Background: an optimization exercise with open tools, aiming at small area, a short achievable clock period and few clock cycles per item. Do not read the settings as production practice.
In this exercise RTL edits were held to simulation tests only and were not proved equivalent to the original.

==> flow/design.v (outline; a module is shown in full before it is edited, if it fits) <==
// module dctfi_mcm: 54 lines
// module dctfi_csa_36_25_4: 134 lines
// module dctfi_csa_36_28_4: 134 lines
// module dctfi_csa_27_28_4: 98 lines
// module dct8x8_forward_inverse: 644 lines
module dct8x8_forward_inverse #(
   parameter int COSINE_FRACTION_BITS = 14
) (
   input  logic              clock,
   input  logic              reset,
   input  logic              req_valid,
   output logic              req_ready,
   input  logic signed [7:0] req_sample,
   output logic              rsp_valid,
   input  logic              rsp_ready,
   output logic [5:0]        rsp_position,
   output logic signed [11:0] rsp_coefficient,
   output logic signed [9:0] rsp_reconstructed,
   output logic              rsp_last
);
  // ...
==> flow/run.sh <==
#!/bin/bash
# synth_recipe.tcl (not shown) runs the flow's synth.tcl, then flattens the netlist and writes it again
# the make line also repeats each setting of config.mk as NAME=value (left out here)
make -C /OpenROAD-flow-scripts/flow DESIGN_CONFIG=/design/flow/config.mk WORK_HOME=/design/flow/orfs CLKGATE_MAP_FILE= SYNTH_SCRIPT=/design/flow/synth_recipe.tcl finish
==> flow/config.mk <==
export PLATFORM = sky130hd
export DESIGN_NAME = dct8x8_forward_inverse
export DESIGN_NICKNAME = dct8x8_forward_inverse
export VERILOG_FILES = /design/flow/design.v
export SDC_FILE = /design/flow/constraint.sdc
export NUM_CORES = 4
export LEC_CHECK = 0
export CAP_MARGIN = 20
export CORE_MARGIN = 2
export CORE_UTILIZATION = 50
export SLEW_MARGIN = 20
==> flow/constraint.sdc <==
create_clock -name core_clock -period 10.0 [get_ports {clock}]
set_input_delay 2.0000 -clock core_clock [delete_from_list [all_inputs] [get_ports {clock}]]
set_output_delay 2.0000 -clock core_clock [all_outputs]
set_load 0.01 [all_outputs]
==> flow_summary_export.csv, run 1 <==
group,metric,value,unit
clocking,cts_buffers,644,
setup_path,endpoint_kind,"flip-flop",
sta,fin_crit_sh,0.599,
clocking,clkLatencyLatePin,1.12,ns
final_layout,final_util,0.552,
placement,place.gp.congestion,0.921,
placement,dp.cells,37000,
synthesis,ys_ff_latch,6240,
final_layout,n_all_buffers,269,
final_layout,layout_common_cells,"dfxtp_1, inv_1, ha_1, xnor2_1, fa_1",
placement,pre_cts_ws,4.18,ns
drt,via_count,208000,
floorplanning,rows,290,
setup_path,timing.rr.start,"u_fmcm.r61[0]$_DFF_P_",
drt,wl_met2,380000,microns
drt,wl_met1,399000,microns
sta,holdWs,0.287,ns
clocking,clk_path_buf_depth,4,
synthesis,synth_top_cells_by_count,"dfxtp_1, inv_1, ha_1",
job,drv_cap,0,
sta,grt_setup_unrepaired,"no",
floorplanning,ios,43,
setup_path,cpPeakStageDelay,0.91,ns
setup_path,cp-startpoint,"u_fmcm.r61[0]$_DFF_P_",
status,outcome,"complete, no violations",
synthesis,yosysSeqAreaShare,0.413,
grt,grt_max_degree,143,
sta,layout_setup_ws,4.01,ns
synthesis,synthesis.nets,33700,
placement,hpwlAfterDp,669000,microns
final_layout,clock_buffers,890,
final_layout,multi_input_gates,19300,
grt,top_usage_layer,"met2",
synthesis,synthTopCellsByArea,"dfxtp_1, fa_1, ha_1, xnor2_1, edfxtp_1",
Testbench counts, summed over its fixed seeds: cycles 4,328, blocks 48.
==> module dctfi_mcm, before the edit <==
module dctfi_mcm #(
   parameter int W    = 41,
   parameter int IW   = 25,
   parameter int PIPE = 1
) (
   input  logic                  clock,
   input  logic signed [W-1:0]   x,
   output logic signed [W-1:0]   p0,
   output logic signed [W-1:0]   p1,
   output logic signed [W-1:0]   p2,
   output logic signed [W-1:0]   p3,
   output logic signed [W-1:0]   p4,
   output logic signed [W-1:0]   p5,
   output logic signed [W-1:0]   p6
);
   logic signed [IW-1:0]    xi, rx;
   logic signed [IW+6:0]    x65, r65;
   logic signed [IW+10:0]   x1025, r1025;
   logic signed [IW+11:0]   x3135, r3135;
   logic signed [IW+11:0]   x4031, r4031;
   logic signed [IW+5:0]    x61, r61;
   assign xi = x[IW-1:0];
   assign x65   = xi + (xi <<< 6);
   assign x1025 = xi + (xi <<< 10);
   assign x3135 = (xi <<< 12) + (xi <<< 6) - (xi <<< 10) - xi;
   assign x4031 = (xi <<< 12) - (xi <<< 6) - xi;
   assign x61   = (xi <<< 6) - (xi <<< 2) + xi;
   generate
      if (PIPE != 0) begin : g_pipe
         always_ff @(posedge clock) begin
            r65   <= x65;
            r1025 <= x1025;
            r3135 <= x3135;
            r4031 <= x4031;
            r61   <= x61;
            rx    <= xi;
         end
      end else begin : g_comb
         assign r65   = x65;
         assign r1025 = x1025;
         assign r3135 = x3135;
         assign r4031 = x4031;
         assign r61   = x61;
         assign rx    = xi;
      end
   endgenerate
   assign p0 = (r61 <<< 8) - r4031;                                           
   assign p1 = (r65 <<< 9) - (r65 <<< 5) - (r4031 <<< 2) + r61;              
   assign p2 = r3135 <<< 1;                                                   
   assign p3 = (r4031 <<< 2) - r61 + (rx <<< 2) + (rx <<< 1);                  
   assign p4 = (r1025 <<< 1) + (r4031 <<< 1) + r4031 - (r65 <<< 3);           
   assign p5 = (r65 <<< 4) + (r4031 <<< 1);                                   
   assign p6 = r61 + r3135;                                                   
endmodule
==> module dct8x8_forward_inverse, before the edit <==
module dct8x8_forward_inverse #(
   parameter int COSINE_FRACTION_BITS = 14
) (
   input  logic              clock,
   input  logic              reset,
   input  logic              req_valid,
   output logic              req_ready,
   input  logic signed [7:0] req_sample,
   output logic              rsp_valid,
   input  logic              rsp_ready,
   output logic [5:0]        rsp_position,
   output logic signed [11:0] rsp_coefficient,
   output logic signed [9:0] rsp_reconstructed,
   output logic              rsp_last
);
   localparam int MCM_PIPE = 1;
   localparam int PW  = 25;             
   localparam int AW2 = 41;             
   localparam int UW  = 28;             
   localparam int AW4 = 44;             
   localparam int FSP = 20;             
   localparam int ISP = 22;
   localparam int FA  = 4 + MCM_PIPE;
   localparam int IA  = 4 + MCM_PIPE;
   localparam logic [2:0] PH_W0    = (FA + 1) % 8;
   localparam logic [2:0] PH_ISSUE = (FA + 0) % 8;
   logic [2:0] ph;
   logic       idle;
   always_ff @(posedge clock) begin
      if (reset) ph <= 3'd0;
      else if (idle && !req_valid) ph <= 3'd0;
      else ph <= ph + 3'd1;
   end
   logic [5:0]    lc;
   logic          wb;
   logic [1:0]    xfull;
   logic          xfer;
   logic [1023:0] xr;
   logic          f_release;      
   logic          fxb;
   assign req_ready = !xfull[wb] && (ph == lc[2:0]);
   assign xfer      = req_valid && req_ready;
   always_ff @(posedge clock) begin
      if (reset) begin
         lc    <= '0;
         wb    <= 1'b0;
         xfull <= '0;
      end else begin
         if (xfer) begin
            lc <= lc + 6'd1;
            if (lc == 6'd63) wb <= ~wb;
         end
         for (int b = 0; b < 2; b++) begin
            if (xfer && lc == 6'd63 && wb == b[0]) xfull[b] <= 1'b1;
            else if (f_release && fxb == b[0]) xfull[b] <= 1'b0;
         end
      end
   end
   logic       iw_v;
   logic [3:0] iw_ring;
   logic [7:0] iw_s;
   always_ff @(posedge clock) begin
      iw_v    <= xfer;
      iw_ring <= {wb, lc[5:3]};
      iw_s    <= req_sample;
   end
   always_ff @(posedge clock) begin
      for (int n = 0; n < 16; n++) begin
         xr[n*64 +: 64] <= {xr[n*64 +: 8],
                            (iw_v && iw_ring == n) ? iw_s : xr[n*64+56 +: 8],
                            xr[n*64+8 +: 48]};
      end
   end
   logic       f_act;
   logic [2:0] f_row;
   logic [1:0] fcb;
   logic [2:0] cfull;
   logic       nxb;
   logic [1:0] ncb;
   logic       xfull_now;
   assign f_release = (ph == 3'd7) && f_act && (f_row == 3'd7);
   assign nxb       = f_release ? ~fxb : fxb;
   assign ncb       = f_release ? ((fcb == 2'd2) ? 2'd0 : fcb + 2'd1) : fcb;
   assign xfull_now = xfull[nxb] || (xfer && lc == 6'd63 && wb == nxb);
   always_ff @(posedge clock) begin
      if (reset) begin
         f_act <= 1'b0;
         f_row <= '0;
         fxb   <= 1'b0;
         fcb   <= '0;
      end else if (ph == 3'd7) begin
         if (f_act && f_row != 3'd7) begin
            f_row <= f_row + 3'd1;
         end else begin
            fxb   <= nxb;
            fcb   <= ncb;
            f_row <= '0;
            f_act <= xfull_now && !cfull[ncb];
         end
      end
   end
   logic signed [7:0]  xcol [8];
   logic signed [8:0]  a1 [4];
   logic [127:0]       bd1;      
   logic               a1_v, a1_first, a1_last;
   logic [2:0]         a1_u;
   logic [1:0]         a1_cb;
   logic signed [PW-1:0] p2;
   logic               p2_v, p2_first, p2_last;
   logic [2:0]         p2_u;
   logic [1:0]         p2_cb;
   always_comb begin
      for (int i = 0; i < 8; i++) xcol[i] = xr[(fxb * 8 + i) * 64 +: 8];
   end
   always_ff @(posedge clock) begin
      for (int i = 0; i < 4; i++) begin
         a1[i] <= f_row[0] ? ($signed({xcol[i][7], xcol[i]}) - $signed({xcol[7-i][7], xcol[7-i]}))
                            : ($signed({xcol[i][7], xcol[i]}) + $signed({xcol[7-i][7], xcol[7-i]}));
      end
      for (int i = 0; i < 4; i++)
         for (int g = 0; g < 8; g++) bd1[(i*8+g)*4 +: 4] <= dctfi_pkg::booth_digit(dctfi_pkg::basis(f_row, i), g);
      a1_u     <= f_row;
      a1_cb    <= fcb;
      a1_first <= (ph == 3'd0);
      a1_last  <= (ph == 3'd7);
      if (reset) a1_v <= 1'b0;
      else       a1_v <= f_act;
   end
   logic signed [PW-1:0] pp [4];
   logic               pp_v, pp_first, pp_last;
   logic [2:0]         pp_u, pp_j;
   logic [1:0]         pp_cb;
   logic [36*PW-1:0] r1ops;
   logic [4*PW-1:0]  r1r;
   always_comb begin
      for (int i = 0; i < 4; i++) begin
         logic [PW-1:0] corr;
         corr = '0;
         for (int g = 0; g < 8; g++) begin
            logic [3:0] bd;
            bd = bd1[(i*8+g)*4 +: 4];
            r1ops[(i*9+g)*PW +: PW] = dctfi_pkg::booth_row25(a1[i], bd) << (2*g);
            corr[2*g] = bd[2];
         end
         r1ops[(i*9+8)*PW +: PW] = corr;
      end
   end
   dctfi_csa_36_25_4 u_csa1 (.ops (r1ops), .r (r1r));
   always_ff @(posedge clock) begin
      for (int k = 0; k < 4; k++) pp[k] <= r1r[k*PW +: PW];
      pp_u     <= a1_u;
      pp_cb    <= a1_cb;
      pp_j     <= a1_j;
      pp_first <= a1_first;
      pp_last  <= a1_last;
      if (reset) pp_v <= 1'b0;
      else       pp_v <= a1_v;
   end
   always_ff @(posedge clock) begin
      p2       <= (pp[0] + pp[1]) + (pp[2] + pp[3]);
      p2_u     <= pp_u;
      p2_cb    <= pp_cb;
      p2_j     <= pp_j;
      p2_first <= pp_first;
      p2_last  <= pp_last;
      if (reset) p2_v <= 1'b0;
      else       p2_v <= pp_v;
   end
   logic signed [AW2-1:0] fm_in;
   logic signed [AW2-1:0] fm [7];
   logic signed [AW2-1:0] fp [7];
   logic [MCM_PIPE:0]     fd_v, fd_first, fd_last;
   logic [3*(MCM_PIPE+1)-1:0] fd_u;
   logic [2*(MCM_PIPE+1)-1:0] fd_cb;
   logic                  f3_v, f3_first, f3_last;
   logic [2:0]            f3_u;
   logic [1:0]            f3_cb;
   logic [2:0]            f3_j;
   logic [2:0]            fd_j [MCM_PIPE+1];
   logic [2:0]            p2_j, a1_j;
   logic signed [AW2-1:0] facc [8];
   logic                  fdone;
   logic [2:0]            fdone_u;
   logic [1:0]            fdone_cb;
   assign fm_in = p2;
   dctfi_mcm #(.W(AW2), .IW(PW), .PIPE(MCM_PIPE)) u_fmcm (
      .clock (clock), .x (fm_in),
      .p0 (fm[0]), .p1 (fm[1]), .p2 (fm[2]), .p3 (fm[3]), .p4 (fm[4]), .p5 (fm[5]), .p6 (fm[6])
   );
   always_ff @(posedge clock) begin
      a1_j <= ph;
   end
   always_ff @(posedge clock) begin
      fd_v[0]     <= reset ? 1'b0 : p2_v;
      fd_first[0] <= p2_first;
      fd_last[0]  <= p2_last;
      fd_u[2:0]   <= p2_u;
      fd_cb[1:0]  <= p2_cb;
      fd_j[0]     <= p2_j;
      for (int s = 1; s <= MCM_PIPE; s++) begin
         fd_v[s]       <= reset ? 1'b0 : fd_v[s-1];
         fd_first[s]   <= fd_first[s-1];
         fd_last[s]    <= fd_last[s-1];
         fd_u[3*s +: 3] <= fd_u[3*(s-1) +: 3];
         fd_cb[2*s +: 2] <= fd_cb[2*(s-1) +: 2];
         fd_j[s]       <= fd_j[s-1];
      end
   end
   always_ff @(posedge clock) begin
      for (int k = 0; k < 7; k++) fp[k] <= fm[k];
   end
   assign f3_v     = fd_v[MCM_PIPE];
   assign f3_first = fd_first[MCM_PIPE];
   assign f3_last  = fd_last[MCM_PIPE];
   assign f3_u     = fd_u[3*MCM_PIPE +: 3];
   assign f3_cb    = fd_cb[2*MCM_PIPE +: 2];
   assign f3_j     = fd_j[MCM_PIPE];
   logic signed [AW2-1:0] fterm [8];
   logic signed [AW2-1:0] finit [8];
   logic [7:0] fsel [8];    
   localparam logic [63:0] FSEL0 = 64'h0101010101010101;
   localparam logic [63:0] FSEL1 = 64'h8890a0c040201008;
   localparam logic [63:0] FSEL2 = 64'h0204848282840402;
   localparam logic [63:0] FSEL3 = 64'h90400820a088c010;
   localparam logic [63:0] FSEL4 = 64'h0181810101818101;
   localparam logic [63:0] FSEL5 = 64'ha008c09010408820;
   localparam logic [63:0] FSEL6 = 64'h0482028484028204;
   localparam logic [63:0] FSEL7 = 64'hc02090088810a040;
   always_ff @(posedge clock) begin
      fsel[0] <= FSEL0[fd_j[MCM_PIPE-1]*8 +: 8];
      fsel[1] <= FSEL1[fd_j[MCM_PIPE-1]*8 +: 8];
      fsel[2] <= FSEL2[fd_j[MCM_PIPE-1]*8 +: 8];
      fsel[3] <= FSEL3[fd_j[MCM_PIPE-1]*8 +: 8];
      fsel[4] <= FSEL4[fd_j[MCM_PIPE-1]*8 +: 8];
      fsel[5] <= FSEL5[fd_j[MCM_PIPE-1]*8 +: 8];
      fsel[6] <= FSEL6[fd_j[MCM_PIPE-1]*8 +: 8];
      fsel[7] <= FSEL7[fd_j[MCM_PIPE-1]*8 +: 8];
   end
   always_comb begin
      finit[0] = AW2'(0);
      fterm[0] = (({AW2{fsel[0][0]}} & fp[0])) ^ {AW2{fsel[0][7]}};
      finit[1] = AW2'(4);
      fterm[1] = (({AW2{fsel[1][3]}} & fp[3]) | ({AW2{fsel[1][4]}} & fp[4]) | ({AW2{fsel[1][5]}} & fp[5]) | ({AW2{fsel[1][6]}} & fp[6])) ^ {AW2{fsel[1][7]}};
      finit[2] = AW2'(4);
      fterm[2] = (({AW2{fsel[2][1]}} & fp[1]) | ({AW2{fsel[2][2]}} & fp[2])) ^ {AW2{fsel[2][7]}};
      finit[3] = AW2'(4);
      fterm[3] = (({AW2{fsel[3][3]}} & fp[3]) | ({AW2{fsel[3][4]}} & fp[4]) | ({AW2{fsel[3][5]}} & fp[5]) | ({AW2{fsel[3][6]}} & fp[6])) ^ {AW2{fsel[3][7]}};
      finit[4] = AW2'(4);
      fterm[4] = (({AW2{fsel[4][0]}} & fp[0])) ^ {AW2{fsel[4][7]}};
      finit[5] = AW2'(4);
      fterm[5] = (({AW2{fsel[5][3]}} & fp[3]) | ({AW2{fsel[5][4]}} & fp[4]) | ({AW2{fsel[5][5]}} & fp[5]) | ({AW2{fsel[5][6]}} & fp[6])) ^ {AW2{fsel[5][7]}};
      finit[6] = AW2'(4);
      fterm[6] = (({AW2{fsel[6][1]}} & fp[1]) | ({AW2{fsel[6][2]}} & fp[2])) ^ {AW2{fsel[6][7]}};
      finit[7] = AW2'(4);
      fterm[7] = (({AW2{fsel[7][3]}} & fp[3]) | ({AW2{fsel[7][4]}} & fp[4]) | ({AW2{fsel[7][5]}} & fp[5]) | ({AW2{fsel[7][6]}} & fp[6])) ^ {AW2{fsel[7][7]}};
   end
   logic [FSP:0] flo [8];
   logic [AW2-FSP-1:0] fhi [8];
   always_ff @(posedge clock) begin
      for (int a = 0; a < 8; a++) begin
         flo[a] <= {1'b0, (f3_first ? finit[a][FSP-1:0] : flo[a][FSP-1:0])} + {1'b0, fterm[a][FSP-1:0]};
         fhi[a] <= (f3_first ? finit[a][AW2-1:FSP] : fhi[a]) + fterm[a][AW2-1:FSP] + (AW2-FSP)'(!f3_first && flo[a][FSP]);
      end
   end
   always_comb begin
      for (int a = 0; a < 8; a++) facc[a] = {fhi[a] + (AW2-FSP)'(flo[a][FSP]), flo[a][FSP-1:0]};
   end
   always_ff @(posedge clock) begin
      fdone_u  <= f3_u;
      fdone_cb <= f3_cb;
      if (reset) fdone <= 1'b0;
      else       fdone <= f3_v && f3_last;
   end
   logic [95:0]  ch;
   logic         ch_valid;
   logic [2:0]   ch_cnt;
   logic [2:0]   ch_u;
   logic [1:0]   ch_cb;
   logic [11:0]  ch_col;
   logic [2303:0] cr;
   logic [2:0]   cfull_set;
   logic [2:0]   cfull_clr;
   function automatic logic [11:0] descale_c(input logic signed [AW2-1:0] a);
      logic r;
      logic signed [11:0] h;
      r = a[29] & (~a[AW2-1] | (|a[28:0]));
      h = $signed(a[AW2-1:30]);
      descale_c = h + {11'd0, r};
   endfunction
   always_ff @(posedge clock) begin
      if (fdone) begin
         for (int v = 0; v < 8; v++) ch[v*12 +: 12] <= descale_c(facc[v]);
         ch_u  <= fdone_u;
         ch_cb <= fdone_cb;
      end
      if (reset) begin
         ch_valid <= 1'b0;
         ch_cnt   <= '0;
      end else if (fdone) begin
         ch_valid <= 1'b1;
         ch_cnt   <= '0;
      end else if (ch_valid) begin
         ch_cnt <= ch_cnt + 3'd1;
         if (ch_cnt == 3'd7) ch_valid <= 1'b0;
      end
   end
   assign ch_col = ch[ph*12 +: 12];
   always_ff @(posedge clock) begin
      for (int n = 0; n < 24; n++) begin
         cr[n*96 +: 96] <= {(ch_valid && ({ch_cb, ch_u} == n)) ? ch_col : cr[n*96 +: 12],
                            cr[n*96+12 +: 84]};
      end
   end
   always_comb begin
      for (int k = 0; k < 3; k++)
         cfull_set[k] = ch_valid && ch_cnt == 3'd7 && ch_u == 3'd7 && ch_cb == k;
   end
   always_ff @(posedge clock) begin
      for (int k = 0; k < 3; k++) begin
         if (reset) cfull[k] <= 1'b0;
         else if (cfull_set[k]) cfull[k] <= 1'b1;
         else if (cfull_clr[k]) cfull[k] <= 1'b0;
      end
   end
   logic       iv;
   logic [2:0] irow;
   logic [1:0] ibank;
   logic [2:0] nr;
   logic [1:0] nb;
   logic       commit_ok, commit_fail;
   logic       idone;
   logic [2:0] idone_row;
   logic [1:0] idone_bank;
   logic       kill;
   logic       cfull_nb;
   assign cfull_nb = cfull[nb] || cfull_set[nb];
   assign kill     = commit_fail;
   always_ff @(posedge clock) begin
      if (reset) begin
         iv    <= 1'b0;
         irow  <= '0;
         ibank <= '0;
         nr    <= '0;
         nb    <= '0;
      end else if (commit_fail) begin
         iv <= 1'b0;
         nr <= idone_row;
         nb <= idone_bank;
      end else if (ph == PH_ISSUE) begin
         iv    <= cfull_nb;
         irow  <= nr;
         ibank <= nb;
         if (cfull_nb) begin
            nr <= nr + 3'd1;
            if (nr == 3'd7) nb <= (nb == 2'd2) ? 2'd0 : nb + 2'd1;
         end
      end
   end
   logic signed [11:0] ccol [8];
   logic signed [11:0] q1 [8];
   logic               q1_v, q1_first, q1_last;
   logic [2:0]         q1_row, q1_j;
   logic [1:0]         q1_bank;
   logic signed [UW-1:0] u2;
   logic               u2_v, u2_first, u2_last;
   logic [2:0]         u2_row, u2_j;
   logic [1:0]         u2_bank;
   always_comb begin
      for (int u = 0; u < 8; u++) ccol[u] = cr[(ibank * 8 + u) * 96 +: 12];
   end
   logic signed [12:0] q04;
   logic [191:0]       bd3;      
   always_ff @(posedge clock) begin
      for (int u = 1; u < 8; u++) q1[u] <= ccol[u];
      for (int g = 0; g < 8; g++) begin
         bd3[(0*8+g)*4 +: 4] <= dctfi_pkg::booth_digit(dctfi_pkg::basis(2, irow), g);
         bd3[(1*8+g)*4 +: 4] <= dctfi_pkg::booth_digit(dctfi_pkg::basis(6, irow), g);
         bd3[(2*8+g)*4 +: 4] <= dctfi_pkg::booth_digit(dctfi_pkg::basis(1, irow), g);
         bd3[(3*8+g)*4 +: 4] <= dctfi_pkg::booth_digit(dctfi_pkg::basis(3, irow), g);
         bd3[(4*8+g)*4 +: 4] <= dctfi_pkg::booth_digit(dctfi_pkg::basis(5, irow), g);
         bd3[(5*8+g)*4 +: 4] <= dctfi_pkg::booth_digit(dctfi_pkg::basis(7, irow), g);
      end
      q04 <= (dctfi_pkg::basis(4, irow) < 0) ? ($signed({ccol[0][11], ccol[0]}) - $signed({ccol[4][11], ccol[4]}))
                                             : ($signed({ccol[0][11], ccol[0]}) + $signed({ccol[4][11], ccol[4]}));
      q1_row   <= irow;
      q1_bank  <= ibank;
      q1_j     <= ph;
      q1_first <= (ph == PH_W0);
      q1_last  <= (ph == PH_W0 - 3'd1);
      if (reset || kill) q1_v <= 1'b0;
      else               q1_v <= iv;
   end
   logic signed [UW-1:0] up [8];
   logic               up_v, up_first, up_last;
   logic [2:0]         up_row, up_j;
   logic [1:0]         up_bank;
   logic [63*UW-1:0] r3ops;
   logic [4*UW-1:0]  r3a, r3b;
   always_comb begin
      for (int p = 0; p < 7; p++) begin
         logic signed [12:0] xx;
         logic [31:0] kd;
         logic [UW-1:0] corr;
         case (p)
            0: begin
               xx = q04;
               for (int g = 0; g < 8; g++) kd[g*4 +: 4] = dctfi_pkg::booth_digit(16'sd11585, g);
            end
            1:       begin xx = q1[2]; kd = bd3[0   +: 32]; end
            2:       begin xx = q1[6]; kd = bd3[32  +: 32]; end
            3:       begin xx = q1[1]; kd = bd3[64  +: 32]; end
            4:       begin xx = q1[3]; kd = bd3[96  +: 32]; end
            5:       begin xx = q1[5]; kd = bd3[128 +: 32]; end
            default: begin xx = q1[7]; kd = bd3[160 +: 32]; end
         endcase
         corr = '0;
         for (int g = 0; g < 8; g++) begin
            logic [3:0] bd;
            bd = kd[g*4 +: 4];
            r3ops[(p*9+g)*UW +: UW] = dctfi_pkg::booth_row28(xx, bd) << (2*g);
            corr[2*g] = bd[2];
         end
         r3ops[(p*9+8)*UW +: UW] = corr;
      end
   end
   dctfi_csa_36_28_4 u_csa3a (.ops (r3ops[0 +: 36*UW]), .r (r3a));
   dctfi_csa_27_28_4 u_csa3b (.ops (r3ops[36*UW +: 27*UW]), .r (r3b));
   always_ff @(posedge clock) begin
      for (int k = 0; k < 4; k++) begin
         up[k]   <= r3a[k*UW +: UW];
         up[4+k] <= r3b[k*UW +: UW];
      end
      up_row   <= q1_row;
      up_bank  <= q1_bank;
      up_j     <= q1_j;
      up_first <= q1_first;
      up_last  <= q1_last;
      if (reset || kill) up_v <= 1'b0;
      else               up_v <= q1_v;
   end
   always_ff @(posedge clock) begin
      u2 <= ((up[0] + up[1]) + (up[2] + up[3])) + ((up[4] + up[5]) + (up[6] + up[7]));
      u2_row   <= up_row;
      u2_bank  <= up_bank;
      u2_j     <= up_j;
      u2_first <= up_first;
      u2_last  <= up_last;
      if (reset || kill) u2_v <= 1'b0;
      else               u2_v <= up_v;
   end
   logic signed [AW4-1:0] im_in;
   logic signed [AW4-1:0] im [7];
   logic signed [AW4-1:0] ip [7];
   logic [MCM_PIPE:0]     id_v, id_first, id_last;
   logic [2:0]            id_row [MCM_PIPE+1];
   logic [1:0]            id_bank [MCM_PIPE+1];
   logic [2:0]            id_j [MCM_PIPE+1];
   logic                  i3_v, i3_first, i3_last;
   logic [2:0]            i3_row, i3_j;
   logic [1:0]            i3_bank;
   logic signed [AW4-1:0] iacc [8];
   assign im_in = u2;
   dctfi_mcm #(.W(AW4), .IW(UW), .PIPE(MCM_PIPE)) u_imcm (
      .clock (clock), .x (im_in),
      .p0 (im[0]), .p1 (im[1]), .p2 (im[2]), .p3 (im[3]), .p4 (im[4]), .p5 (im[5]), .p6 (im[6])
   );
   always_ff @(posedge clock) begin
      id_v[0]     <= (reset || kill) ? 1'b0 : u2_v;
      id_first[0] <= u2_first;
      id_last[0]  <= u2_last;
      id_row[0]   <= u2_row;
      id_bank[0]  <= u2_bank;
      id_j[0]     <= u2_j;
      for (int s = 1; s <= MCM_PIPE; s++) begin
         id_v[s]     <= (reset || kill) ? 1'b0 : id_v[s-1];
         id_first[s] <= id_first[s-1];
         id_last[s]  <= id_last[s-1];
         id_row[s]   <= id_row[s-1];
         id_bank[s]  <= id_bank[s-1];
         id_j[s]     <= id_j[s-1];
      end
      for (int k = 0; k < 7; k++) ip[k] <= im[k];
   end
   assign i3_v     = id_v[MCM_PIPE];
   assign i3_first = id_first[MCM_PIPE];
   assign i3_last  = id_last[MCM_PIPE];
   assign i3_row   = id_row[MCM_PIPE];
   assign i3_bank  = id_bank[MCM_PIPE];
   assign i3_j     = id_j[MCM_PIPE];
   logic signed [AW4-1:0] iterm [8];
   logic signed [AW4-1:0] iinit [8];
   logic [7:0] isel [8];    
   localparam logic [63:0] ISEL0 = 64'h4004200110020801;
   localparam logic [63:0] ISEL1 = 64'ha0828881c0041001;
   localparam logic [63:0] ISEL2 = 64'h1002408188842001;
   localparam logic [63:0] ISEL3 = 64'h88841001a0824001;
   localparam logic [63:0] ISEL4 = 64'h088490012082c001;
   localparam logic [63:0] ISEL5 = 64'h9002c0810884a001;
   localparam logic [63:0] ISEL6 = 64'h2082088140049001;
   localparam logic [63:0] ISEL7 = 64'hc004a00190028801;
   always_ff @(posedge clock) begin
      isel[0] <= ISEL0[id_j[MCM_PIPE-1]*8 +: 8];
      isel[1] <= ISEL1[id_j[MCM_PIPE-1]*8 +: 8];
      isel[2] <= ISEL2[id_j[MCM_PIPE-1]*8 +: 8];
      isel[3] <= ISEL3[id_j[MCM_PIPE-1]*8 +: 8];
      isel[4] <= ISEL4[id_j[MCM_PIPE-1]*8 +: 8];
      isel[5] <= ISEL5[id_j[MCM_PIPE-1]*8 +: 8];
      isel[6] <= ISEL6[id_j[MCM_PIPE-1]*8 +: 8];
      isel[7] <= ISEL7[id_j[MCM_PIPE-1]*8 +: 8];
   end
   always_comb begin
      iinit[0] = AW4'(0);
      iterm[0] = (({AW4{isel[0][0]}} & ip[0]) | ({AW4{isel[0][1]}} & ip[1]) | ({AW4{isel[0][2]}} & ip[2]) | ({AW4{isel[0][3]}} & ip[3]) | ({AW4{isel[0][4]}} & ip[4]) | ({AW4{isel[0][5]}} & ip[5]) | ({AW4{isel[0][6]}} & ip[6])) ^ {AW4{isel[0][7]}};
      iinit[1] = AW4'(5);
      iterm[1] = (({AW4{isel[1][0]}} & ip[0]) | ({AW4{isel[1][1]}} & ip[1]) | ({AW4{isel[1][2]}} & ip[2]) | ({AW4{isel[1][3]}} & ip[3]) | ({AW4{isel[1][4]}} & ip[4]) | ({AW4{isel[1][5]}} & ip[5]) | ({AW4{isel[1][6]}} & ip[6])) ^ {AW4{isel[1][7]}};
      iinit[2] = AW4'(3);
      iterm[2] = (({AW4{isel[2][0]}} & ip[0]) | ({AW4{isel[2][1]}} & ip[1]) | ({AW4{isel[2][2]}} & ip[2]) | ({AW4{isel[2][3]}} & ip[3]) | ({AW4{isel[2][4]}} & ip[4]) | ({AW4{isel[2][5]}} & ip[5]) | ({AW4{isel[2][6]}} & ip[6])) ^ {AW4{isel[2][7]}};
      iinit[3] = AW4'(4);
      iterm[3] = (({AW4{isel[3][0]}} & ip[0]) | ({AW4{isel[3][1]}} & ip[1]) | ({AW4{isel[3][2]}} & ip[2]) | ({AW4{isel[3][3]}} & ip[3]) | ({AW4{isel[3][4]}} & ip[4]) | ({AW4{isel[3][5]}} & ip[5]) | ({AW4{isel[3][6]}} & ip[6])) ^ {AW4{isel[3][7]}};
      iinit[4] = AW4'(4);
      iterm[4] = (({AW4{isel[4][0]}} & ip[0]) | ({AW4{isel[4][1]}} & ip[1]) | ({AW4{isel[4][2]}} & ip[2]) | ({AW4{isel[4][3]}} & ip[3]) | ({AW4{isel[4][4]}} & ip[4]) | ({AW4{isel[4][5]}} & ip[5]) | ({AW4{isel[4][6]}} & ip[6])) ^ {AW4{isel[4][7]}};
      iinit[5] = AW4'(5);
      iterm[5] = (({AW4{isel[5][0]}} & ip[0]) | ({AW4{isel[5][1]}} & ip[1]) | ({AW4{isel[5][2]}} & ip[2]) | ({AW4{isel[5][3]}} & ip[3]) | ({AW4{isel[5][4]}} & ip[4]) | ({AW4{isel[5][5]}} & ip[5]) | ({AW4{isel[5][6]}} & ip[6])) ^ {AW4{isel[5][7]}};
      iinit[6] = AW4'(3);
      iterm[6] = (({AW4{isel[6][0]}} & ip[0]) | ({AW4{isel[6][1]}} & ip[1]) | ({AW4{isel[6][2]}} & ip[2]) | ({AW4{isel[6][3]}} & ip[3]) | ({AW4{isel[6][4]}} & ip[4]) | ({AW4{isel[6][5]}} & ip[5]) | ({AW4{isel[6][6]}} & ip[6])) ^ {AW4{isel[6][7]}};
      iinit[7] = AW4'(4);
      iterm[7] = (({AW4{isel[7][0]}} & ip[0]) | ({AW4{isel[7][1]}} & ip[1]) | ({AW4{isel[7][2]}} & ip[2]) | ({AW4{isel[7][3]}} & ip[3]) | ({AW4{isel[7][4]}} & ip[4]) | ({AW4{isel[7][5]}} & ip[5]) | ({AW4{isel[7][6]}} & ip[6])) ^ {AW4{isel[7][7]}};
   end
   logic [ISP:0] ilo [8];
   logic [AW4-ISP-1:0] ihi [8];
   always_ff @(posedge clock) begin
      for (int a = 0; a < 8; a++) begin
         ilo[a] <= {1'b0, (i3_first ? iinit[a][ISP-1:0] : ilo[a][ISP-1:0])} + {1'b0, iterm[a][ISP-1:0]};
         ihi[a] <= (i3_first ? iinit[a][AW4-1:ISP] : ihi[a]) + iterm[a][AW4-1:ISP] + (AW4-ISP)'(!i3_first && ilo[a][ISP]);
      end
   end
   always_comb begin
      for (int a = 0; a < 8; a++) iacc[a] = {ihi[a] + (AW4-ISP)'(ilo[a][ISP]), ilo[a][ISP-1:0]};
   end
   always_ff @(posedge clock) begin
      idone_row  <= i3_row;
      idone_bank <= i3_bank;
      if (reset || kill) idone <= 1'b0;
      else               idone <= i3_v && i3_last;
   end
   logic [95:0] crow;
   logic [11:0] ccap;
   assign ccap = cr[(i3_bank * 8 + i3_row) * 96 +: 12];
   always_ff @(posedge clock) begin
      for (int c = 0; c < 8; c++) if (ph == c) crow[c*12 +: 12] <= ccap;
   end
   logic        oh_valid;
   logic [2:0]  oh_row;
   logic [2:0]  oh_e;
   logic [79:0] oh_r;
   logic [95:0] oh_c;
   logic        emit;
   logic        oh_free;
   logic        rsp_v;
   logic [5:0]  rsp_pos;
   logic [11:0] rsp_c;
   logic [9:0]  rsp_r;
   function automatic logic [9:0] descale_r(input logic signed [AW4-1:0] a);
      logic r;
      logic signed [13:0] h;
      logic [9:0] d;
      logic lo_sat, hi_sat;
      r = a[29] & (~a[AW4-1] | (|a[28:0]));
      h = $signed(a[AW4-1:30]);
      d = h[9:0] + {9'd0, r} + 10'd128;
      lo_sat = r ? (h < -14'sd145) : (h < -14'sd144);
      hi_sat = r ? (h > 14'sd142) : (h > 14'sd143);
      if (lo_sat) descale_r = 10'h3f0;
      else if (hi_sat) descale_r = 10'd271;
      else descale_r = d;
   endfunction
   logic        sk_v;
   logic [5:0]  sk_pos;
   logic [11:0] sk_c;
   logic [9:0]  sk_r;
   assign emit        = oh_valid && !sk_v;
   assign oh_free     = !oh_valid || (emit && oh_e == 3'd7);
   assign commit_ok   = idone && oh_free;
   assign commit_fail = idone && !oh_free;
   always_comb begin
      for (int k = 0; k < 3; k++)
         cfull_clr[k] = commit_ok && idone_row == 3'd7 && idone_bank == k;
   end
   always_ff @(posedge clock) begin
      if (commit_ok) begin
         for (int j = 0; j < 8; j++) oh_r[j*10 +: 10] <= descale_r(iacc[j]);
         oh_c   <= crow;
         oh_row <= idone_row;
      end
      if (reset) begin
         oh_valid <= 1'b0;
         oh_e     <= '0;
      end else if (commit_ok) begin
         oh_valid <= 1'b1;
         oh_e     <= '0;
      end else if (emit) begin
         oh_e <= oh_e + 3'd1;
         if (oh_e == 3'd7) oh_valid <= 1'b0;
      end
   end
   always_ff @(posedge clock) begin
      if (sk_v) begin
         if (rsp_ready) begin
            rsp_pos <= sk_pos;
            rsp_c   <= sk_c;
            rsp_r   <= sk_r;
         end
      end else if (emit) begin
         if (!rsp_v || rsp_ready) begin
            rsp_pos <= {oh_row, oh_e};
            rsp_c   <= oh_c[oh_e*12 +: 12];
            rsp_r   <= oh_r[oh_e*10 +: 10];
         end else begin
            sk_pos <= {oh_row, oh_e};
            sk_c   <= oh_c[oh_e*12 +: 12];
            sk_r   <= oh_r[oh_e*10 +: 10];
         end
      end
      if (reset) begin
         rsp_v <= 1'b0;
         sk_v  <= 1'b0;
      end else if (sk_v) begin
         if (rsp_ready) sk_v <= 1'b0;
      end else if (emit) begin
         rsp_v <= 1'b1;
         if (rsp_v && !rsp_ready) sk_v <= 1'b1;
      end else if (rsp_ready) begin
         rsp_v <= 1'b0;
      end
   end
   assign rsp_valid         = rsp_v;
   assign rsp_position      = rsp_pos;
   assign rsp_coefficient   = rsp_c;
   assign rsp_reconstructed = rsp_r;
   assign rsp_last          = (rsp_pos == 6'd63);
   assign idle = (lc == 6'd0) && (xfull == 2'b00) && !f_act && !a1_v && !p2_v &&
                 (fd_v == '0) && !fdone && !ch_valid && (cfull == 3'b000) &&
                 !iw_v && !pp_v && !iv && !q1_v && !up_v && !u2_v && (id_v == '0) && !idone && !oh_valid;
endmodule
==> inputs of run 2 (changes only) <==
--- a/flow/design.v
+++ b/flow/design.v
@@ -172,12 +172,22 @@
    output logic signed [W-1:0]   p5,
    output logic signed [W-1:0]   p6
 );
-   logic signed [IW-1:0]    xi, rx;
-   logic signed [IW+6:0]    x65, r65;
+   logic signed [IW-1:0]    xi;
+   logic signed [IW+6:0]    x65, r65, s65;
    logic signed [IW+10:0]   x1025, r1025;
-   logic signed [IW+11:0]   x3135, r3135;
+   logic signed [IW+11:0]   x3135, r3135, s3135;
    logic signed [IW+11:0]   x4031, r4031;
    logic signed [IW+5:0]    x61, r61;
+   logic signed [IW+12:0]   x4551, s4551;
+   logic signed [IW+11:0]   x3196, s3196;
+   logic signed [IW+13:0]   x11585, s11585;
+   logic signed [IW+13:0]   x9087;
+   logic signed [IW+10:0]   x1037, s1037;
+   logic signed [IW+13:0]   x13623, s13623;
+   logic signed [IW+14:0]   x18143, s18143;
+   logic signed [IW+13:0]   x15137, x16069;
+   logic signed [IW+13:0]   x6270;
+   logic signed [IW+13:0]   x9102;
    assign xi = x[IW-1:0];
    assign x65   = xi + (xi <<< 6);
    assign x1025 = xi + (xi <<< 10);
@@ -192,7 +202,6 @@
             r3135 <= x3135;
             r4031 <= x4031;
             r61   <= x61;
-            rx    <= xi;
          end
       end else begin : g_comb
          assign r65   = x65;
@@ -200,16 +209,49 @@
          assign r3135 = x3135;
          assign r4031 = x4031;
          assign r61   = x61;
-         assign rx    = xi;
       end
    endgenerate
-   assign p0 = (r61 <<< 8) - r4031;                                           
-   assign p1 = (r65 <<< 9) - (r65 <<< 5) - (r4031 <<< 2) + r61;              
-   assign p2 = r3135 <<< 1;                                                   
-   assign p3 = (r4031 <<< 2) - r61 + (rx <<< 2) + (rx <<< 1);                  
-   assign p4 = (r1025 <<< 1) + (r4031 <<< 1) + r4031 - (r65 <<< 3);           
-   assign p5 = (r65 <<< 4) + (r4031 <<< 1);                                   
-   assign p6 = r61 + r3135;                                                   
+   assign x4551  = (r65 <<< 3) + r4031;
+   assign x3196  = r61 + r3135;
+   assign x11585 = (r61 <<< 8) - r4031;
+   assign x9087  = r1025 + (r4031 <<< 1);
+   assign x1037  = r61 + (r61 <<< 4);
+   assign x13623 = (r1025 <<< 1) + (r4031 <<< 1) + r4031 - (r65 <<< 3);
+   assign x18143 = (r65 <<< 5) + (r4031 <<< 2) - r61;
+   generate
+      if (PIPE > 1) begin : g_pipe2
+         always_ff @(posedge clock) begin
+            s65    <= r65;
+            s4551  <= x4551;
+            s3135  <= r3135;
+            s3196  <= x3196;
+            s11585 <= x11585;
+            s1037  <= x1037;
+            s13623 <= x13623;
+            s18143 <= x18143;
+         end
+      end else begin : g_comb2
+         assign s65    = r65;
+         assign s4551  = x4551;
+         assign s3135  = r3135;
+         assign s3196  = x3196;
+         assign s11585 = x11585;
+         assign s1037  = x1037;
+         assign s13623 = x13623;
+         assign s18143 = x18143;
+      end
+   endgenerate
+   assign x15137 = (s65 <<< 9) - s18143;
+   assign x16069 = s18143 - (s1037 <<< 1);
+   assign x6270 = s3135 <<< 1;
+   assign x9102 = s4551 <<< 1;
+   assign p0 = s11585;
+   assign p1 = x15137;
+   assign p2 = x6270;
+   assign p3 = x16069;
+   assign p4 = s13623;
+   assign p5 = x9102;
+   assign p6 = s3196;
 endmodule
 module dctfi_csa_36_25_4 (
    input  logic [899:0] ops,
@@ -592,7 +634,7 @@
    output logic signed [9:0] rsp_reconstructed,
    output logic              rsp_last
 );
-   localparam int MCM_PIPE = 1;
+   localparam int MCM_PIPE = 2;
    localparam int PW  = 25;             
    localparam int AW2 = 41;             
    localparam int UW  = 28;             
@@ -1141,17 +1183,14 @@
    logic [9:0]  rsp_r;
    function automatic logic [9:0] descale_r(input logic signed [AW4-1:0] a);
       logic r;
-      logic signed [13:0] h;
-      logic [9:0] d;
-      logic lo_sat, hi_sat;
+      logic signed [15:0] d;
+      logic signed [15:0] h;
       r = a[29] & (~a[AW4-1] | (|a[28:0]));
       h = $signed(a[AW4-1:30]);
-      d = h[9:0] + {9'd0, r} + 10'd128;
-      lo_sat = r ? (h < -14'sd145) : (h < -14'sd144);
-      hi_sat = r ? (h > 14'sd142) : (h > 14'sd143);
-      if (lo_sat) descale_r = 10'h3f0;
-      else if (hi_sat) descale_r = 10'd271;
-      else descale_r = d;
+      d = h + $signed({15'd0, r}) + 16'sd128;
+      if (d < -16'sd16) descale_r = 10'h3f0;
+      else if (d > 16'sd271) descale_r = 10'd271;
+      else descale_r = d[9:0];
    endfunction
    logic        sk_v;
    logic [5:0]  sk_pos;
==> run 2 against run 1 <==
  * Still clean
  * Global-route usage down 0.20 points
  * Maximum frequency up 1.0%
  * Sequential share of layout area up 1.7 points
  * Critical path type unchanged
  * Critical endpoint is now oh_r[37]$_SDFFCE_PP1P_
==> flow_summary_export.csv, run 2 <==
group,metric,value,unit
status,outcome,"complete, no violations",
clocking,postCtsHoldBufs,0,
drt,drc,0,
final_layout,drive_gt1_frac,0.0659,
drt,wl_met1,409000,microns
hold_path,hold_path_class,"reg2reg",
sta,fin_crit_sh,0.592,
grt,grt_max_degree,127,
sta,setup_tns,0,ns
setup_path,r2r_slack,4.08,ns
setup_path,reg2reg_to,"oh_r[37]$_SDFFCE_PP1P_",
grt,grt.total_usage,0.264,
setup_path,cp_max_fo,9,
placement,place.gp.congestion,0.928,
grt,grt_pass1_vias,214000,
drt,avgRoutedWirePerCell,22.2,microns
setup_path,cp-start-kind,"flip-flop",
setup_path,cp.arrival,6.73,ns
clocking,cts_buffers,698,
job,drv_cap,0,
synthesis,synth_top_cells_by_count,"dfxtp_1, inv_1, ha_1",
clocking,path_clk_slew,0.07,ns
drt,drt-pass1-iter-count,12,
final_layout,fin_nets,34600,
synthesis,synthTopCellsByArea,"dfxtp_1, fa_1, ha_1, xnor2_1, edfxtp_1",
final_layout,area_delta_synth_final,10.6,%
final_layout,final_common_cell,"dfxtp_1",
drt,highest_layer,"met5",
synthesis,yosysSeqAreaShare,0.434,
hold_path,holdCritStartpoint,"cr[317]$_DFF_P_",
synthesis,synth_edf_count,432,
setup_path,critPathKind,"reg2reg",
synthesis,ys_ff_latch,6798,
setup_path,reg2reg_depth,21,
clocking,post_cts_buffers,0,
floorplanning,die_x,809,microns
clocking,cts_root_buf,"clkbuf_16",
synthesis,synth.most_common_cell,"dfxtp_1",
clocking,clk_path_buf_depth,4,
synthesis,yosysTopAreaCell,"dfxtp_1",
final_layout,stdcell_area,358000,sq um
synthesis,synthesis.nets,34600,
placement,pre_cts_ws,4.12,ns
synthesis,syn-cell-area,324000,sq um
sta,finalClockSkew,0.0761,ns
floorplanning,ios,43,
synthesis,synth_area_per_cell,10.6,sq um
grt,grt_pass1_wl,1320000,microns
drt,drt-initial-drc-count,16700,
synthesis,yosys_most_used_dff,"dfxtp_1",
grt,grt-ovfl-total,0,
drt,vias_per_cell,5.43,
final_layout,regMostFlops,"cr",
synthesis,synthArstFlopShare,0,
setup_path,timing.rr.start,"ilo[3][22]$_DFF_P_",
synthesis,ys_warn_count,53,
placement,port_buffers,42,
floorplanning,die_area,654000,sq um
hold_path,hold-path-endpoint,"cr[305]$_DFF_P_",
drt,wl_met2,395000,microns
clocking,cts_resized,0,
clocking,clkLatencyLatePin,1.11,ns
final_layout,largest_register_ffs,2304,
final_layout,nFillCells,55900,
final_layout,layout_common_cells,"dfxtp_1, inv_1, ha_1, xnor2_1, fa_1",
grt,antenna_found_initial,73,
hold_path,hold_depth,0,
sta,worst_pin_slew,1.29,ns
sta,fmax,0.169,GHz
drt,wl,883000,microns
sta,grt_setup_unrepaired,"no",
floorplanning,start_util,0.502,
sta,slew_violations,0,
sta,final_hold_viol_count,0,
clocking,cts_max_level,6,
drt,drt.antenna.violating_nets,0,
setup_path,required,10.81,ns
floorplanning,rows,295,
sta,period_minus_slack,5.92,ns
clocking,cts_tree,"done",
drt,via_count,216000,
floorplanning,dieHeight,809,microns
drt,wl_met3,50900,microns
synthesis,synth.distinct_cells,105,
sta,layout_setup_ws,4.08,ns
synthesis,syn_inst,30500,
floorplanning,coreArea,645000,sq um
setup_path,endpoint_kind,"flip-flop",
sta,holdWs,0.297,ns
placement,hpwlAfterDp,686000,microns
sta,setup_viol,0,
synthesis,synth_top_cell_area_share,0.394,
sta,max_slew_margin,0.130,
placement,dpl-instance-area,333000,sq um
clocking,cts_sinks,6798,
final_layout,reg_top3,"cr: 2304 flops, xr: 1024 flops, ip: 280 flops",
## run 2: per-layer routing
metal	up-vias	track usage
li1	103000	-
met1	105000	0.380
met2	5964	0.419
met3	1268	0.0300
met4	4	0.0776
met5	-	0
## run 2: through the flow
| step | util | std cells |
|---|---|---|
| CTS | 0.555 | 39700 |
| global placement | 0.517 | 38400 |
| detailed placement | 0.517 | 38400 |
| finish | 0.555 | 39700 |
| global route | 0.555 | 39700 |
| floorplan | - | 30500 |
## run 2: area by class of cell
class / instances / area [sq um] / area share
flip-flops and latches: 6798 / 141000 / 0.392
diodes: 30 / 75.1 / 0.000210
clock inverters: 355 / 4890 / 0.0137
inverters: 2907 / 10900 / 0.0305
well taps: 8613 / 10800 / 0.0301
multi-input cells: 19800 / 169000 / 0.472
repair buffers: 275 / 2210 / 0.00618
clock buffers: 931 / 19700 / 0.0550
## run 2: logic make-up after synthesis
family	Yosys count	share of synthesized area
AOI/OAI and AO/OA	5624	0.114
xor gates and xnor gates	3378	0.0914
adders and majority gates	4074	0.198
buffers and inverters	3870	0.0449
DFF	6798	0.434
muxes	560	0.0240
and+or+nand+nor	6163	0.0932
## run 2: worst max path at each step
stage	from	endpoint
after floorplan	oh_e[0]$_SDFFE_PP0P_	cfull[0]$_SDFFE_PP0P_
after global placement	bd3[137]$_DFF_P_	up[0][27]$_DFF_P_
after detailed placement	bd3[137]$_DFF_P_	up[0][27]$_DFF_P_
after CTS	ilo[3][22]$_DFF_P_	oh_r[37]$_SDFFCE_PP1P_
after global routing	ilo[3][22]$_DFF_P_	oh_r[35]$_SDFFCE_PP1P_
final	ilo[3][22]$_DFF_P_	oh_r[37]$_SDFFCE_PP1P_
## run 2: worst max-delay path: stages (launching register included)
cell and delay (ns):
dfxtp_1 0.33, ha_1 0.25, nand3_1 0.29, nor3_2 0.58, and4_1 0.36, and4_1 0.27, xor2_1 0.19, a21oi_1 0.18
ha_1 0.25, ha_1 0.28, nand2b_1 0.09, or4_1 0.39, mux2i_1 0.19, a211oi_2 0.10, or3_1 0.47, a21oi_1 0.22
xnor2_1 0.13, inv_1 0.07, or3_1 0.34, nor4_1 0.23, a21boi_1 0.24, a21o_1 0.21
Testbench counts of run 2, summed over its fixed seeds: cycles 4,344, blocks 48.

==> what the ideal ports hide <==
The flow's constraints put no driver on any port. The routed layouts listed below were extracted and timed again, unchanged, in two steps.
Step 1 assumes that a clkbuf_16 drives the clock port and a buf_2 every other input.
Step 2 times the ports against the registers' clock, not the clock port: input delays grow and output delays shrink by t, the midpoint of the rising clock arrivals with the driver on.
Slacks: no drivers / after step 1 / after step 2; pairs: no drivers / after step 1.
run | t (ns) | slack for setup (ns) | hold slack, ns | worst register clock-pin slew, ns
run 1 | 1.212 | 4.015 / 4.015 / 4.015 | 0.287 / 0.287 / 0.287 | 0.08 / 0.08
run 2 | 1.206 | 4.075 / 4.075 / 4.075 | 0.297 / 0.297 / 0.297 | 0.07 / 0.07
After both steps every run listed still meets setup and hold.
